Background: an optimization exercise with open tools, aiming at small area, a short achievable clock period and few clock cycles per item. Do not read the settings as production practice. Only simulation tests tie the RTL to the original design; equivalence was not proved.

## design.v

```verilog
package psh_pkg;
    localparam logic [63:0] FNV_BASIS = 64'hcbf29ce484222325;
    localparam logic [63:0] GOLDEN    = 64'h9e3779b97f4a7c15;
    localparam logic [63:0] H1_POS    = 64'haf40984c85c60000;
    localparam logic [63:0] H1_NEG    = 64'h4fbf67b378870000;
    localparam logic signed [15:0] UNARY_FROM = 16'sd10;
    localparam int          MEM_N     = 62;    
endpackage
import psh_pkg::*;
module psh_front
(
    input  logic               i_clk,
    input  logic               i_rst_n,
    input  logic               i_adv,
    input  logic               i_valid,
    input  logic signed [15:0] i_token_code,
    input  logic [63:0]        i_value_bits,
    input  logic [5:0]         i_position,
    input  logic [15:0]        i_expr_id,
    input  logic               i_new_expr,
    output logic               o_valid,
    output logic [63:0]        o_h,
    output logic [63:0]        o_kh,
    output logic [1:0]         o_kids,
    output logic               o_new,
    output logic [15:0]        o_eid,
    output logic [5:0]         o_pos
);
    function automatic logic [63:0] fnv_mul(input logic [63:0] x);
        fnv_mul = x + {x[62:0], 1'b0} + {x[59:0], 4'd0} + {x[58:0], 5'd0}
                + {x[56:0], 7'd0} + {x[55:0], 8'd0} + {x[23:0], 40'd0};
    endfunction
    logic [15:0] lo;
    logic [24:0] lo_mul;
    logic [63:0] h1;
    logic [1:0]  n_kids;
    logic        r1_v;
    logic [63:0] r1_x;
    logic [1:0]  r1_kids;
    logic        r1_new;
    logic [15:0] r1_eid;
    logic [5:0]  r1_pos;
    logic        r2_v;
    logic [63:0] r2_h;
    logic [1:0]  r2_kids;
    logic        r2_new;
    logic [15:0] r2_eid;
    logic [5:0]  r2_pos;
    logic        r3_v;
    logic [63:0] r3_h;
    logic [63:0] r3_kh;
    logic [1:0]  r3_kids;
    logic        r3_new;
    logic [15:0] r3_eid;
    logic [5:0]  r3_pos;
    always_comb begin
        lo     = FNV_BASIS[15:0] ^ i_token_code;
        lo_mul = {9'd0, lo} + {8'd0, lo, 1'b0} + {5'd0, lo, 4'd0} + {4'd0, lo, 5'd0}
               + {2'd0, lo, 7'd0} + {1'd0, lo, 8'd0};
        h1     = (i_token_code[15] ? H1_NEG : H1_POS) + {8'd0, lo, 15'd0, lo_mul};
        if (i_token_code > 16'sd0) begin
            n_kids = (i_token_code < UNARY_FROM) ? 2'd2 : 2'd1;
        end else begin
            n_kids = 2'd0;
        end
    end
    always_ff @(posedge i_clk) begin
        if (!i_rst_n) begin
            r1_v <= 1'b0;
            r2_v <= 1'b0;
            r3_v <= 1'b0;
        end else if (i_adv) begin
            r1_v <= i_valid;
            r2_v <= r1_v;
            r3_v <= r2_v;
        end
    end
    always_ff @(posedge i_clk) begin
        if (i_adv) begin
            r1_x    <= h1 ^ i_value_bits;
            r1_kids <= n_kids;
            r1_new  <= i_new_expr;
            r1_eid  <= i_expr_id;
            r1_pos  <= i_position;
            r2_h    <= fnv_mul(r1_x);
            r2_kids <= r1_kids;
            r2_new  <= r1_new;
            r2_eid  <= r1_eid;
            r2_pos  <= r1_pos;
            r3_h    <= r2_h;
            r3_kh   <= GOLDEN + {r2_h[57:0], 6'd0} + {2'd0, r2_h[63:2]};
            r3_kids <= r2_kids;
            r3_new  <= r2_new;
            r3_eid  <= r2_eid;
            r3_pos  <= r2_pos;
        end
    end
    assign o_valid = r3_v;
    assign o_h     = r3_h;
    assign o_kh    = r3_kh;
    assign o_kids  = r3_kids;
    assign o_new   = r3_new;
    assign o_eid   = r3_eid;
    assign o_pos   = r3_pos;
endmodule
import psh_pkg::*;
module psh_queue
#(
    parameter int W = 95
)
(
    input  logic         i_clk,
    input  logic         i_rst_n,
    input  logic         i_push,
    input  logic [W-1:0] i_data,
    input  logic         i_ready,
    output logic         o_valid,
    output logic [W-1:0] o_data,
    output logic         o_rdy
);
    logic         r_v0;
    logic         r_v1;
    logic         r_rdy;
    logic [W-1:0] r_d0;
    logic [W-1:0] r_d1;
    logic         take;
    assign take = r_v0 && i_ready;
    always_ff @(posedge i_clk) begin
        if (!i_rst_n) begin
            r_v0  <= 1'b0;
            r_v1  <= 1'b0;
            r_rdy <= 1'b1;
        end else if (r_v1) begin
            if (take) begin
                r_v1  <= 1'b0;
                r_rdy <= 1'b1;
            end
        end else if (i_push) begin
            if (r_v0 && !take) begin
                r_v1  <= 1'b1;
                r_rdy <= 1'b0;
            end else begin
                r_v0  <= 1'b1;
            end
        end else if (take) begin
            r_v0 <= 1'b0;
        end
    end
    always_ff @(posedge i_clk) begin
        if (r_v1) begin
            if (take) begin
                r_d0 <= r_d1;
            end
        end else if (i_push) begin
            if (r_v0 && !take) begin
                r_d1 <= i_data;
            end else begin
                r_d0 <= i_data;
            end
        end
    end
    assign o_valid = r_v0;
    assign o_data  = r_d0;
    assign o_rdy   = r_rdy;
endmodule
import psh_pkg::*;
module psh_back
(
    input  logic        i_clk,
    input  logic        i_rst_n,
    input  logic        i_adv,
    input  logic        i_valid,
    input  logic [63:0] i_h,
    input  logic [63:0] i_kh,
    input  logic [1:0]  i_kids,
    input  logic        i_new,
    input  logic [6:0]  i_min_size,
    output logic        o_commit,
    output logic [6:0]  o_size,
    output logic [63:0] o_hash,
    output logic        o_cand,
    output logic        o_over
);
    logic [6:0]  r_count;
    logic [6:0]  r_tos_s;
    logic [63:0] r_tos_h;
    logic [6:0]  r_nos_s;
    logic [63:0] r_nos_g;
    logic [6:0]  r_mem_s [MEM_N];
    logic [63:0] r_mem_g [MEM_N];
    logic [6:0]  n0;
    logic [1:0]  pops;
    logic [6:0]  n1;
    logic        push;
    logic [63:0] m1;
    logic [63:0] m2;
    logic [63:0] res_h;
    logic [7:0]  size8;
    logic [6:0]  fin_size;
    logic [5:0]  rd_idx;
    logic [5:0]  wr_idx;
    logic        commit;
    always_comb begin
        n0 = i_new ? 7'd0 : r_count;
        if (i_kids == 2'd0 || n0 == 7'd0) begin
            pops = 2'd0;
        end else if (i_kids == 2'd1 || n0 == 7'd1) begin
            pops = 2'd1;
        end else begin
            pops = 2'd2;
        end
        n1   = n0 - {5'd0, pops};
        push = (n1 != 7'd64);
        m1 = i_h ^ (r_tos_h + i_kh);
        m2 = m1 ^ (r_nos_g + {m1[57:0], 6'd0} + {2'd0, m1[63:2]});
        case (pops)
            2'd0:    res_h = i_h;
            2'd1:    res_h = m1;
            default: res_h = m2;
        endcase
        size8 = 8'd1 + ((pops != 2'd0) ? {1'b0, r_tos_s} : 8'd0)
                     + ((pops == 2'd2) ? {1'b0, r_nos_s} : 8'd0);
        fin_size = size8[7] ? 7'd127 : size8[6:0];
        rd_idx = 6'(r_count - 7'd3);
        wr_idx = 6'(n0 - 7'd2);
    end
    assign commit   = i_adv && i_valid;
    assign o_commit = commit;
    assign o_size   = fin_size;
    assign o_hash   = res_h;
    assign o_cand   = (fin_size >= i_min_size);
    assign o_over   = (size8 > 8'd64) || !push;
    always_ff @(posedge i_clk) begin
        if (!i_rst_n) begin
            r_count <= 7'd0;
        end else if (commit) begin
            r_count <= n1 + {6'd0, push};
        end
    end
    always_ff @(posedge i_clk) begin
        if (commit && push) begin
            r_tos_s <= fin_size;
            r_tos_h <= res_h;
        end
        if (commit && pops == 2'd0 && push) begin
            r_nos_s <= r_tos_s;
            r_nos_g <= r_tos_h + GOLDEN;
        end else if (commit && pops == 2'd2) begin
            r_nos_s <= r_mem_s[rd_idx];
            r_nos_g <= r_mem_g[rd_idx];
        end
    end
    always_ff @(posedge i_clk) begin
        if (commit && pops == 2'd0 && push && n0 >= 7'd2) begin
            r_mem_s[wr_idx] <= r_nos_s;
            r_mem_g[wr_idx] <= r_nos_g;
        end
    end
endmodule
import psh_pkg::*;
module prefix_subtree_hasher
(
    input  logic               i_clk,
    input  logic               i_rst_n,
    input  logic               psel,
    input  logic               penable,
    input  logic               pwrite,
    input  logic [2:0]         paddr,
    input  logic [31:0]        pwdata,
    output logic [31:0]        prdata,
    output logic               pready,
    input  logic               i_valid,
    output logic               o_ready,
    input  logic signed [15:0] i_token_code,
    input  logic [63:0]        i_value_bits,
    input  logic [5:0]         i_position,
    input  logic [15:0]        i_expr_id,
    input  logic               i_new_expr,
    output logic               o_valid,
    input  logic               i_ready,
    output logic [15:0]        o_out_expr_id,
    output logic [5:0]         o_out_position,
    output logic [6:0]         o_subtree_size,
    output logic [63:0]        o_subtree_hash,
    output logic               o_is_candidate,
    output logic               o_overflow
);
    localparam logic REG_MIN_SIZE = 1'b0;
    logic [6:0]  r_min_size;
    logic        adv;
    logic        bk_valid;
    logic [63:0] bk_h;
    logic [63:0] bk_kh;
    logic [1:0]  bk_kids;
    logic        bk_new;
    logic [15:0] bk_eid;
    logic [5:0]  bk_pos;
    logic        commit;
    logic [6:0]  res_size;
    logic [63:0] res_hash;
    logic        res_cand;
    logic        res_over;
    assign pready = 1'b1;
    assign prdata = (paddr[2] == REG_MIN_SIZE) ? {25'd0, r_min_size} : 32'd0;
    always_ff @(posedge i_clk) begin
        if (!i_rst_n) begin
            r_min_size <= 7'd2;
        end else if (psel && penable && pwrite && paddr[2] == REG_MIN_SIZE) begin
            r_min_size <= pwdata[6:0];
        end
    end
    assign o_ready = adv;
    psh_front u_front (
        .i_clk        (i_clk),
        .i_rst_n      (i_rst_n),
        .i_adv        (adv),
        .i_valid      (i_valid),
        .i_token_code (i_token_code),
        .i_value_bits (i_value_bits),
        .i_position   (i_position),
        .i_expr_id    (i_expr_id),
        .i_new_expr   (i_new_expr),
        .o_valid      (bk_valid),
        .o_h          (bk_h),
        .o_kh         (bk_kh),
        .o_kids       (bk_kids),
        .o_new        (bk_new),
        .o_eid        (bk_eid),
        .o_pos        (bk_pos)
    );
    psh_back u_back (
        .i_clk      (i_clk),
        .i_rst_n    (i_rst_n),
        .i_adv      (adv),
        .i_valid    (bk_valid),
        .i_h        (bk_h),
        .i_kh       (bk_kh),
        .i_kids     (bk_kids),
        .i_new      (bk_new),
        .i_min_size (r_min_size),
        .o_commit   (commit),
        .o_size     (res_size),
        .o_hash     (res_hash),
        .o_cand     (res_cand),
        .o_over     (res_over)
    );
    psh_queue #(
        .W (95)
    ) u_queue (
        .i_clk   (i_clk),
        .i_rst_n (i_rst_n),
        .i_push  (commit),
        .i_data  ({bk_eid, bk_pos, res_size, res_hash, res_cand, res_over}),
        .i_ready (i_ready),
        .o_valid (o_valid),
        .o_data  ({o_out_expr_id, o_out_position, o_subtree_size, o_subtree_hash,
                   o_is_candidate, o_overflow}),
        .o_rdy   (adv)
    );
endmodule
```

## config.mk

```make
export PLATFORM = sky130hd
export DESIGN_NAME = prefix_subtree_hasher
export DESIGN_NICKNAME = prefix_subtree_hasher
export VERILOG_FILES = /design/flow/design.v
export SDC_FILE = /design/flow/constraint.sdc
export NUM_CORES = 4
export LEC_CHECK = 0
export CAP_MARGIN = 20
export CORE_MARGIN = 2
export CORE_UTILIZATION = 40
export SLEW_MARGIN = 20
```

## constraint.sdc

```tcl
create_clock -name core_clock -period 10.0 [get_ports {i_clk}]
set_input_delay 2.0000 -clock core_clock [delete_from_list [all_inputs] [get_ports {i_clk}]]
set_output_delay 2.0000 -clock core_clock [all_outputs]
set_load 0.01 [all_outputs]
```

## run.sh

```bash
#!/bin/bash
# synth_recipe.tcl (not shown) runs the flow's synth.tcl, then flattens the netlist and writes it again
# the make line also repeats each setting of config.mk as NAME=value (left out here)
make -C /OpenROAD-flow-scripts/flow DESIGN_CONFIG=/design/flow/config.mk WORK_HOME=/design/flow/orfs CLKGATE_MAP_FILE= SYNTH_SCRIPT=/design/flow/synth_recipe.tcl finish
```

==> impl_metrics.py, run 1 <==
metrics = {
    "run_status": {
        "outcome": "timing/DRC/antenna clean",
    },
    "sta": {
        "finalSetupViolCount": 0,
        "setup_tns_ps": 0,
        "worst_slew_pin_slew_ps": 1230,
        "finClkSkew_ps": 39.0,
        "final_hold_viol_count": 0,
        "drv_slew": 0,
        "grt_setup_unrepaired": "no",
        "fin_crit_sh_pct": 86.0,
        "worst_slew_margin_rel_pct": 17.7,
        "hold_ws_ps": 413,
        "max_freq_mhz": 116,
        "finalCriticalPeriod_ps": 8600,
    },
    "synthesis": {
        "netlist_area_um2": 223000,
        "synth_edf_count": 5065,
        "ys_seq_elements": 5085,
        "synth_compound_area_share_pct": 5.15,
        "synth_top_family_by_area": "multiplexers",
        "postSynthAreaPerCell_um2": 17.7,
        "yosys_warnings": 4,
        "synth-xor-area-share_pct": 2.15,
        "synthDistinctLibCells": 99,
        "seq_area_frac_synth_pct": 68.5,
        "ys.flop_type": "edfxtp_1",
        "synth-simple-area-share_pct": 3.86,
        "synth_fa_ha_area_share_pct": 5.73,
        "synth_mux_area_share_pct": 12.3,
        "async_reset_ff_share_pct": 0,
        "syn-instance-count": 12600,
    },
    "placed_design": {
        "portBuffers": 221,
        "dp_cells": 20000,
        "dp_hpwl_um": 367000,
        "place.gp.congestion": 0.890,
    },
    "cts": {
        "cts_sinks": 5085,
        "cts_hold_buf": 0,
        "ctsHtreeMaxLevel": 6,
        "cts_tree": "yes",
        "cts_buffers": 528,
        "clock_path_buffers": 4,
        "ctsResizeCount": 0,
        "clk_latency_ps": 1080,
        "clk_pin_slew_ps": 60,
        "root_buffer": "clkbuf_16",
        "post_cts_buffers": 0,
    },
    "die": {
        "die_area_um2": 563000,
        "fp.dieH_um": 750,
        "start_util_pct": 40.1,
        "core.rowCount": 274,
        "ios": 275,
        "coreArea_um2": 556000,
        "dieWidth_um": 750,
    },
    "global_routing": {
        "grt_usage_pct": 22.1,
        "grt_pass1_wl_um": 897000,
        "grt_max_degree": 141,
        "grt_antenna_before_repair": 14,
        "grt-ovfl-total": 0,
        "grt_pass1_vias": 119000,
    },
    "setup_path": {
        "r2r_start": "u_back.r_count[2]",
        "rrSetupSlack_ps": 1810,
        "crit_top_cell": "a21oi_1",
        "start_kind": "input pin",
        "path_max_fanout": 3,
        "cp.required_ps": 10810,
        "critical_path.slowest_cell": "fa_1",
        "reg2reg_depth": 18,
        "critPathCaptureType": "register",
        "slowest_delay_ps": 510,
        "cp-endpoint": "u_front.r1_x[23]",
        "crit_type": "input pin to register",
        "arrival_ps": 9410,
        "crit_start": "i_token_code[0]",
        "reg2reg_to": "u_back.r_mem_g[33][63]",
    },
    "layout": {
        "n_fill_cell": 47400,
        "seqCellArea_um2": 153000,
        "fin_nets": 14100,
        "drive_above_1_share_pct": 18.4,
        "multi_input_area_um2": 65800,
        "final_cell_count_no_fill": 21000,
        "syn2layout_area_growth_pct": 13.3,
    },
    "hold_path": {
        "hold_class": "register to register",
        "hold_start": "u_front.r1_eid[5]",
    },
    "route": {
        "first_pass_iters": 6,
        "wl_per_cell_um": 30.3,
        "drtIter0Drc": 15100,
        "vias": 121000,
        "wirelength_um": 635000,
        "vias_per_cell": 5.77,
        "drcViolationCount": 0,
        "ant_nets": 0,
    },
    "run": {
        "cap_violations": 0,
    },
}
how the worst min path moves through the flow:
stage	cells past startpoint	slack [ps]	to
floorplan	0	400	u_front.r2_eid[0]
global placement	0	400	u_front.r2_pos[0]
detailed placement	0	400	u_front.r2_pos[4]
CTS	0	410	u_front.r2_eid[5]
global route	0	420	u_front.r3_eid[12]
finish	0	410	u_front.r2_eid[5]
cell usage in the layout, fill, tap and decap left out, drive strengths merged, types with 53 or more instances in the layout:
master	netlist	final
fa	354	354
xnor2	386	386
a211o	78	78
a31oi	106	106
mux4	1136	1136
a21o	189	189
o21bai	53	53
a311oi	138	138
clkinv	0	190
nand4	64	64
a21oi	442	442
xor2	155	155
nor2b	54	54
inv	690	719
buf	196	364
nand3	137	137
edfxtp	5065	5065
nor2	263	263
a211oi	217	217
clkbuf	427	667
mux2	157	157
and2	235	235
ha	453	453
clkdlybuf4s50	0	220
o21ai	283	283
nand2	853	853
worst max-delay path: cells and delay by family:
| kind | cells | cell delay, ps |
|---|---|---|
| compound gates | 16 | 3110 |
| fa+ha+maj | 7 | 2340 |
| buf+inv | 4 | 760 |
| simple gates | 4 | 650 |
| xor+xnor | 4 | 540 |
cell families (layout without fill, tap and decap cells):
group | after synthesis | count (layout)
xor gates and xnor gates | 542 | 542
DFF | 5085 | 5085
AOI/OAI and AO/OA | 1710 | 1710
adders and majority gates | 807 | 807
and+or+nand+nor | 1838 | 1838
other | 2 | 33
muxes | 1308 | 1308
buffers and inverters | 1313 | 2197
metrics by stage:
| stage | util [%] | area (um2) | setup slack, ps |
|---|---|---|---|
| after floorplan | - | 223000 | 18.5 |
| after global placement | 42.4 | 236000 | 242 |
| after detailed placement | 42.4 | 236000 | 341 |
| after CTS | 45.4 | 252000 | 1440 |
| after global routing | 45.4 | 252000 | 735 |
| final | 45.4 | 252000 | 1400 |
Yosys cell counts, drive strengths merged (43+ instances only):
cell,number,area (um2)
edfxtp,5065,152000
mux4,1136,25600
nand2,853,3200
inv,690,2590
ha,453,5670
a21oi,442,2220
clkbuf,427,1600
xnor2,386,3410
fa,354,7090
o21ai,283,1420
nor2,263,987
and2,235,1470
a211oi,217,1650
buf,196,906
a21o,189,1430
mux2,157,1770
xor2,155,1370
a311oi,138,1210
nand3,137,686
a31oi,106,682
a211o,78,683
nand4,64,407
nor2b,54,338
o21bai,53,398
and3,51,319
nand2b,43,269
per-layer routing:
layer  vias up  wire length [um]  track usage, %
met5         -                33               0
met4         6             20800            6.67
met3       915             52600            3.49
met2      5428            298000            35.2
met1     64100            263000            31.5
li1      50500                 -               -
sequential cells by signal, summed over array words and instances (netlist names), 95 cells and up:
register / count
u_queue.r_d0: 95
u_queue.r_d1: 95
u_back.r_mem_s: 434
u_back.r_mem_g: 3968
cell type report:
class	instances	share of cell area [%]
diodes	7	0.00694
clock buffers	667	5.54
clock inverters	256	0.967
inverters	690	1.03
multi-input cells	6231	26.1
flip-flops and latches	5085	60.5
well taps	7452	3.70
repair buffers	584	2.22
Testbench counts, summed over its fixed seeds: cycles 12,032, items 12,000.
==> run 2: changes to the inputs <==
--- a/design.v
+++ b/design.v
@@ -26,12 +26,28 @@
     output logic [15:0]        o_eid,
     output logic [5:0]         o_pos
 );
+    function automatic logic [127:0] csa(input logic [63:0] a, input logic [63:0] b,
+                                         input logic [63:0] c);
+        csa = {((a & b) | (a & c) | (b & c)) << 1, a ^ b ^ c};
+    endfunction
     function automatic logic [63:0] fnv_mul(input logic [63:0] x);
-        fnv_mul = x + {x[62:0], 1'b0} + {x[59:0], 4'd0} + {x[58:0], 5'd0}
-                + {x[56:0], 7'd0} + {x[55:0], 8'd0} + {x[23:0], 40'd0};
+        logic [127:0] s1;
+        logic [127:0] s2;
+        logic [127:0] s3;
+        logic [127:0] s4;
+        s1 = csa(x, {x[62:0], 1'b0}, {x[59:0], 4'd0});
+        s2 = csa({x[58:0], 5'd0}, {x[56:0], 7'd0}, {x[55:0], 8'd0});
+        s3 = csa(s1[63:0], s1[127:64], s2[63:0]);
+        s4 = csa(s3[63:0], s3[127:64], s2[127:64]);
+        s1 = csa(s4[63:0], s4[127:64], {x[23:0], 40'd0});
+        fnv_mul = s1[63:0] + s1[127:64];
     endfunction
     logic [15:0] lo;
-    logic [24:0] lo_mul;
+    logic [127:0] c1;
+    logic [127:0] c2;
+    logic [127:0] c3;
+    logic [127:0] c4;
+    logic [127:0] c5;
     logic [63:0] h1;
     logic [1:0]  n_kids;
     logic        r1_v;
@@ -55,15 +71,20 @@
     logic [5:0]  r3_pos;
     always_comb begin
         lo     = FNV_BASIS[15:0] ^ i_token_code;
-        lo_mul = {9'd0, lo} + {8'd0, lo, 1'b0} + {5'd0, lo, 4'd0} + {4'd0, lo, 5'd0}
-               + {2'd0, lo, 7'd0} + {1'd0, lo, 8'd0};
-        h1     = (i_token_code[15] ? H1_NEG : H1_POS) + {8'd0, lo, 15'd0, lo_mul};
+        c1 = csa({48'd0, lo} | {8'd0, lo, 40'd0}, {47'd0, lo, 1'b0}, {44'd0, lo, 4'd0});
+        c2 = csa({43'd0, lo, 5'd0}, {41'd0, lo, 7'd0}, {40'd0, lo, 8'd0});
+        c3 = csa(c1[63:0], c1[127:64], c2[63:0]);
+        c4 = csa(c3[63:0], c3[127:64], c2[127:64]);
+        c5 = csa(c4[63:0], c4[127:64], i_token_code[15] ? H1_NEG : H1_POS);
+        h1 = c5[63:0] + c5[127:64];
         if (i_token_code > 16'sd0) begin
             n_kids = (i_token_code < UNARY_FROM) ? 2'd2 : 2'd1;
         end else begin
             n_kids = 2'd0;
         end
     end
+    logic [127:0] kh_cs;
+    assign kh_cs = csa(GOLDEN, {r2_h[57:0], 6'd0}, {2'd0, r2_h[63:2]});
     always_ff @(posedge i_clk) begin
         if (!i_rst_n) begin
             r1_v <= 1'b0;
@@ -88,7 +109,7 @@
             r2_eid  <= r1_eid;
             r2_pos  <= r1_pos;
             r3_h    <= r2_h;
-            r3_kh   <= GOLDEN + {r2_h[57:0], 6'd0} + {2'd0, r2_h[63:2]};
+            r3_kh   <= kh_cs[63:0] + kh_cs[127:64];
             r3_kids <= r2_kids;
             r3_new  <= r2_new;
             r3_eid  <= r2_eid;
@@ -120,48 +141,49 @@
 );
     logic         r_v0;
     logic         r_v1;
+    logic         r_wp;
+    logic         r_rp;
     logic         r_rdy;
     logic [W-1:0] r_d0;
     logic [W-1:0] r_d1;
     logic         take;
-    assign take = r_v0 && i_ready;
+    logic         n_v0;
+    logic         n_v1;
+    assign o_valid = r_rp ? r_v1 : r_v0;
+    assign take    = o_valid && i_ready;
+    always_comb begin
+        n_v0 = r_v0;
+        n_v1 = r_v1;
+        if (take) begin
+            if (r_rp) n_v1 = 1'b0;
+            else      n_v0 = 1'b0;
+        end
+        if (i_push) begin
+            if (r_wp) n_v1 = 1'b1;
+            else      n_v0 = 1'b1;
+        end
+    end
     always_ff @(posedge i_clk) begin
         if (!i_rst_n) begin
             r_v0  <= 1'b0;
             r_v1  <= 1'b0;
+            r_wp  <= 1'b0;
+            r_rp  <= 1'b0;
             r_rdy <= 1'b1;
-        end else if (r_v1) begin
-            if (take) begin
-                r_v1  <= 1'b0;
-                r_rdy <= 1'b1;
-            end
-        end else if (i_push) begin
-            if (r_v0 && !take) begin
-                r_v1  <= 1'b1;
-                r_rdy <= 1'b0;
-            end else begin
-                r_v0  <= 1'b1;
-            end
-        end else if (take) begin
-            r_v0 <= 1'b0;
+        end else begin
+            r_v0  <= n_v0;
+            r_v1  <= n_v1;
+            r_rdy <= !(n_v0 && n_v1);
+            if (i_push) r_wp <= !r_wp;
+            if (take)   r_rp <= !r_rp;
         end
     end
     always_ff @(posedge i_clk) begin
-        if (r_v1) begin
-            if (take) begin
-                r_d0 <= r_d1;
-            end
-        end else if (i_push) begin
-            if (r_v0 && !take) begin
-                r_d1 <= i_data;
-            end else begin
-                r_d0 <= i_data;
-            end
-        end
+        if (i_push && !r_wp) r_d0 <= i_data;
+        if (i_push && r_wp)  r_d1 <= i_data;
     end
-    assign o_valid = r_v0;
-    assign o_data  = r_d0;
-    assign o_rdy   = r_rdy;
+    assign o_data = r_rp ? r_d1 : r_d0;
+    assign o_rdy  = r_rdy;
 endmodule
 import psh_pkg::*;
 module psh_back
@@ -181,6 +203,10 @@
     output logic        o_cand,
     output logic        o_over
 );
+    function automatic logic [127:0] csa(input logic [63:0] a, input logic [63:0] b,
+                                         input logic [63:0] c);
+        csa = {((a & b) | (a & c) | (b & c)) << 1, a ^ b ^ c};
+    endfunction
     logic [6:0]  r_count;
     logic [6:0]  r_tos_s;
     logic [63:0] r_tos_h;
@@ -193,7 +219,9 @@
     logic [6:0]  n1;
     logic        push;
     logic [63:0] m1;
-    logic [63:0] m2;
+    logic [127:0] m2_cs;
+    logic [63:0] m2_add;
+    logic [63:0] base_h;
     logic [63:0] res_h;
     logic [7:0]  size8;
     logic [6:0]  fin_size;
@@ -212,12 +240,10 @@
         n1   = n0 - {5'd0, pops};
         push = (n1 != 7'd64);
         m1 = i_h ^ (r_tos_h + i_kh);
-        m2 = m1 ^ (r_nos_g + {m1[57:0], 6'd0} + {2'd0, m1[63:2]});
-        case (pops)
-            2'd0:    res_h = i_h;
-            2'd1:    res_h = m1;
-            default: res_h = m2;
-        endcase
+        m2_cs  = csa(r_nos_g, {m1[57:0], 6'd0}, {2'd0, m1[63:2]});
+        m2_add = m2_cs[63:0] + m2_cs[127:64];
+        base_h = (pops == 2'd0) ? i_h : m1;
+        res_h  = base_h ^ (m2_add & {64{pops == 2'd2}});
         size8 = 8'd1 + ((pops != 2'd0) ? {1'b0, r_tos_s} : 8'd0)
                      + ((pops == 2'd2) ? {1'b0, r_nos_s} : 8'd0);
         fin_size = size8[7] ? 7'd127 : size8[6:0];
--- a/config.mk
+++ b/config.mk
@@ -7,5 +7,6 @@
 export LEC_CHECK = 0
 export CAP_MARGIN = 20
 export CORE_MARGIN = 2
-export CORE_UTILIZATION = 40
+export CORE_UTILIZATION = 55
+export SETUP_SLACK_MARGIN = 4.5
 export SLEW_MARGIN = 20
==> run 2 against run 1 <==
Compared with the run above: clock skew rose by 9.1 ps; register-to-register slack improved by 1600 ps; synthesized area fell by 0.30%; routed wire length up 5.5%; non-clock buffer count increased by 507; critical path type is now register to register; hold slack better by 0.65 ps; die area is 27% lower; sequential share of layout area fell by 1.7 points; utilization is 19 points higher; setup slack improved by 2100 ps; design area is 2.9% higher.
==> impl_metrics.py, run 2 <==
metrics = {
    "placed_design": {
        "portBuffers": 221,
        "place.gp.congestion": 0.929,
        "dp_cells": 17500,
        "dp_hpwl_um": 384000,
    },
    "sta": {
        "hold_ws_ps": 414,
        "fin_crit_sh_pct": 65.5,
        "grt_setup_unrepaired": "yes",
        "finalSetupViolCount": 0,
        "finalCriticalPeriod_ps": 6550,
        "setup_tns_ps": 0,
        "drv_slew": 0,
        "final_hold_viol_count": 0,
        "finClkSkew_ps": 48.1,
        "worst_slew_margin_rel_pct": 15.6,
        "worst_slew_pin_slew_ps": 1260,
        "max_freq_mhz": 153,
    },
    "cts": {
        "cts_tree": "yes",
        "cts_buffers": 529,
        "clk_latency_ps": 1060,
        "cts_sinks": 5087,
        "cts_hold_buf": 0,
        "clock_path_buffers": 4,
        "root_buffer": "clkbuf_16",
        "clk_pin_slew_ps": 60,
        "ctsHtreeMaxLevel": 6,
    },
    "hold_path": {
        "hold_depth": 0,
        "hold_end": "u_front.r3_eid[3]",
        "hold_class": "register to register",
        "hold_start": "u_front.r2_eid[3]",
    },
    "setup_path": {
        "reg2reg_depth": 28,
        "start_kind": "register",
        "slowest_delay_ps": 490,
        "crit_top_cell": "a21o_1",
        "crit_type": "register to register",
        "path_max_fanout": 3,
        "r2r_start": "u_front.r3_kh[1]",
        "critPathCaptureType": "register",
        "crit_buf_inv": 3,
        "cp.required_ps": 10770,
        "crit_family": "compound AO/OA/AOI/OAI gates",
        "critical_path.slowest_cell": "fa_1",
        "arrival_ps": 7330,
        "rrSetupSlack_ps": 3450,
        "reg2reg_to": "u_queue.r_d1[62]",
    },
    "layout": {
        "largest_reg_flops": 3968,
        "multi_input_area_um2": 69200,
        "seqCellArea_um2": 153000,
        "n_fill_cell": 27800,
        "drive_above_1_share_pct": 26.6,
        "final_cell_count_no_fill": 18900,
        "fin_nets": 14200,
        "syn2layout_area_growth_pct": 16.9,
        "largestRegisters": "u_back.r_mem_g x3968, u_back.r_mem_s x434",
        "layout_common_cells": "edfxtp_1, mux4_2, inv_1",
        "final_util_pct": 64.5,
        "top_register": "u_back.r_mem_g",
        "final_common_cell": "edfxtp_1",
    },
    "global_routing": {
        "grt_pass1_vias": 122000,
        "grt_pass1_wl_um": 924000,
        "grt_usage_pct": 32.4,
        "grt-ovfl-total": 0,
        "grt_max_degree": 115,
        "grt_antenna_before_repair": 22,
    },
    "synthesis": {
        "netlist_area_um2": 222000,
        "postSynthAreaPerCell_um2": 18.4,
        "synth_top_area_share_pct": 68.5,
        "synth_edf_count": 5065,
        "yosys-top-cells-count": "edfxtp_1, mux4_2, inv_1, nand2_1, ha_1",
        "async_reset_ff_share_pct": 0,
        "synth_area_leaders": "edfxtp_1, mux4_2, fa_1",
        "yosys.cell_count.top_type": "edfxtp_1",
        "synthDistinctLibCells": 109,
        "yosys.area.top_type": "edfxtp_1",
        "ys_seq_elements": 5087,
        "ys.flop_type": "edfxtp_1",
        "syn-instance-count": 12100,
        "yosys_warnings": 4,
        "seq_area_frac_synth_pct": 68.7,
    },
    "die": {
        "dieWidth_um": 639,
        "start_util_pct": 55.2,
        "fp.dieH_um": 639,
        "core.rowCount": 233,
        "die_area_um2": 409000,
        "coreArea_um2": 402000,
        "ios": 275,
    },
    "run_status": {
        "outcome": "timing/DRC/antenna clean",
    },
    "route": {
        "drtIter0Drc": 15900,
        "vias_per_cell": 6.48,
        "vias": 123000,
        "first_pass_iters": 6,
        "ant_nets": 0,
        "wirelength_um": 670000,
        "wl_per_cell_um": 35.4,
        "drcViolationCount": 0,
    },
    "run": {
        "cap_violations": 0,
    },
}
## run 2: cell count changes in the layout (fill, tap and decap cells not counted), moves of 83 or more
| cell | delta |
|---|---|
| mux4_2 | +142 |
| buf_4 | +276 |
| o21ai_0 | +144 |
| ha_4 | +83 |
| xnor2_1 | -88 |
| a311oi_1 | -132 |
| a211oi_1 | -190 |
| and2_1 | -194 |
| nand2_1 | -249 |
| a31oi_1 | -83 |
| buf_6 | +105 |
| a21oi_1 | -196 |
| mux2i_1 | +157 |
## run 2: logic make-up (layout without fill, tap and decap cells)
logic type	after synthesis	after routing	share of synthesized area, %
flip-flops	5087	5087	68.7
multiplexers	1549	1549	14.2
AND/OR/NAND/NOR	1464	1465	3.01
AO/OA/AOI/OAI	1322	1322	3.71
buffers and inverters	1276	2797	2.22
adder cells (fa/ha/maj)	838	838	5.89
XOR/XNOR	557	557	2.23
other	2	38	0.00338
## run 2: cell type report
type,count,share of cell area [%]
Antenna cell,12,0.0116
Clock buffer,658,5.36
Clock inverter,294,1.05
Inverter,754,1.11
Multi-Input combinational cell,5757,26.7
Sequential cell,5087,58.8
Tap cell,5287,2.55
Timing Repair Buffer,1091,4.50
## run 2: routing by layer
metal | vias to the layer above | track usage [%] | wire, um
li1 | 49900 | - | -
met2 | 6237 | 51.3 | 317000
met1 | 65400 | 46.1 | 265000
met4 | 12 | 12.3 | 30000
met3 | 1229 | 4.92 | 57500
met5 | - | 0 | 92
## run 2: repair_timing
action / 4_1_cts / 5_1_grt
buffers inserted: 349 / 142
endpoints found under the setup margin: 4849 / 3502
gates cloned: 15 / 6
gates resized for setup: 689 / 288
pin swaps: 271 / 238
## run 2: how the worst max path moves through the flow
stage / endpoint / cells after the start / start
after CTS: u_queue.r_d0[62] / 27 / u_back.r_tos_h[0]
final: u_queue.r_d1[62] / 28 / u_front.r3_kh[1]
after detailed placement: u_queue.r_d1[53] / 23 / u_back.r_tos_h[0]
after global placement: u_front.r1_x[27] / 21 / i_token_code[3]
after floorplan: u_back.r_mem_g[13][0] / 6 / u_queue.r_rdy
after global routing: u_back.r_tos_h[57] / 30 / u_back.r_tos_h[0]
## run 2: metrics by stage
step,area (um2),setup WS [ps]
after floorplan,223000,2880
after global placement,233000,1720
after detailed placement,234000,1740
after CTS,257000,3400
after global routing,260000,3280
final,260000,3450
Testbench counts of run 2, summed over its fixed seeds: cycles 12,032, items 12,000.

-- re-timing with driven ports --
Ports are ideal in the flow. The routed layouts listed here were re-timed in OpenROAD.
Step 1, drivers: a clkbuf_16 drives i_clk and a buf_2 each remaining input, both assumed.
Step 2 adds t to the input delays and takes it off the output delays; t is the mean of the earliest and latest rising clock arrival at the registers after step 1. Input paths then give back, and output paths get back, about the clock's delay inside the block.
Slacks: ideal ports / drivers / drivers and shift; pairs: ideal ports / drivers.
run | t (ns) | setup WS [ns] | worst register clock-pin slew, ns | worst slew at a driven data input, ns
run 1 | 1.190 | 1.397 / 1.502 / 0.312 | 0.07 / 0.07 | 0.06
run 2 | 1.151 | 3.449 / 3.449 / 3.299 | 0.07 / 0.07 | 0.06
After both steps every run listed still meets setup and hold. For run 1, which loses most, drivers alone change the setup slack by +0.105 ns; drivers and shift together by -1.085 ns.
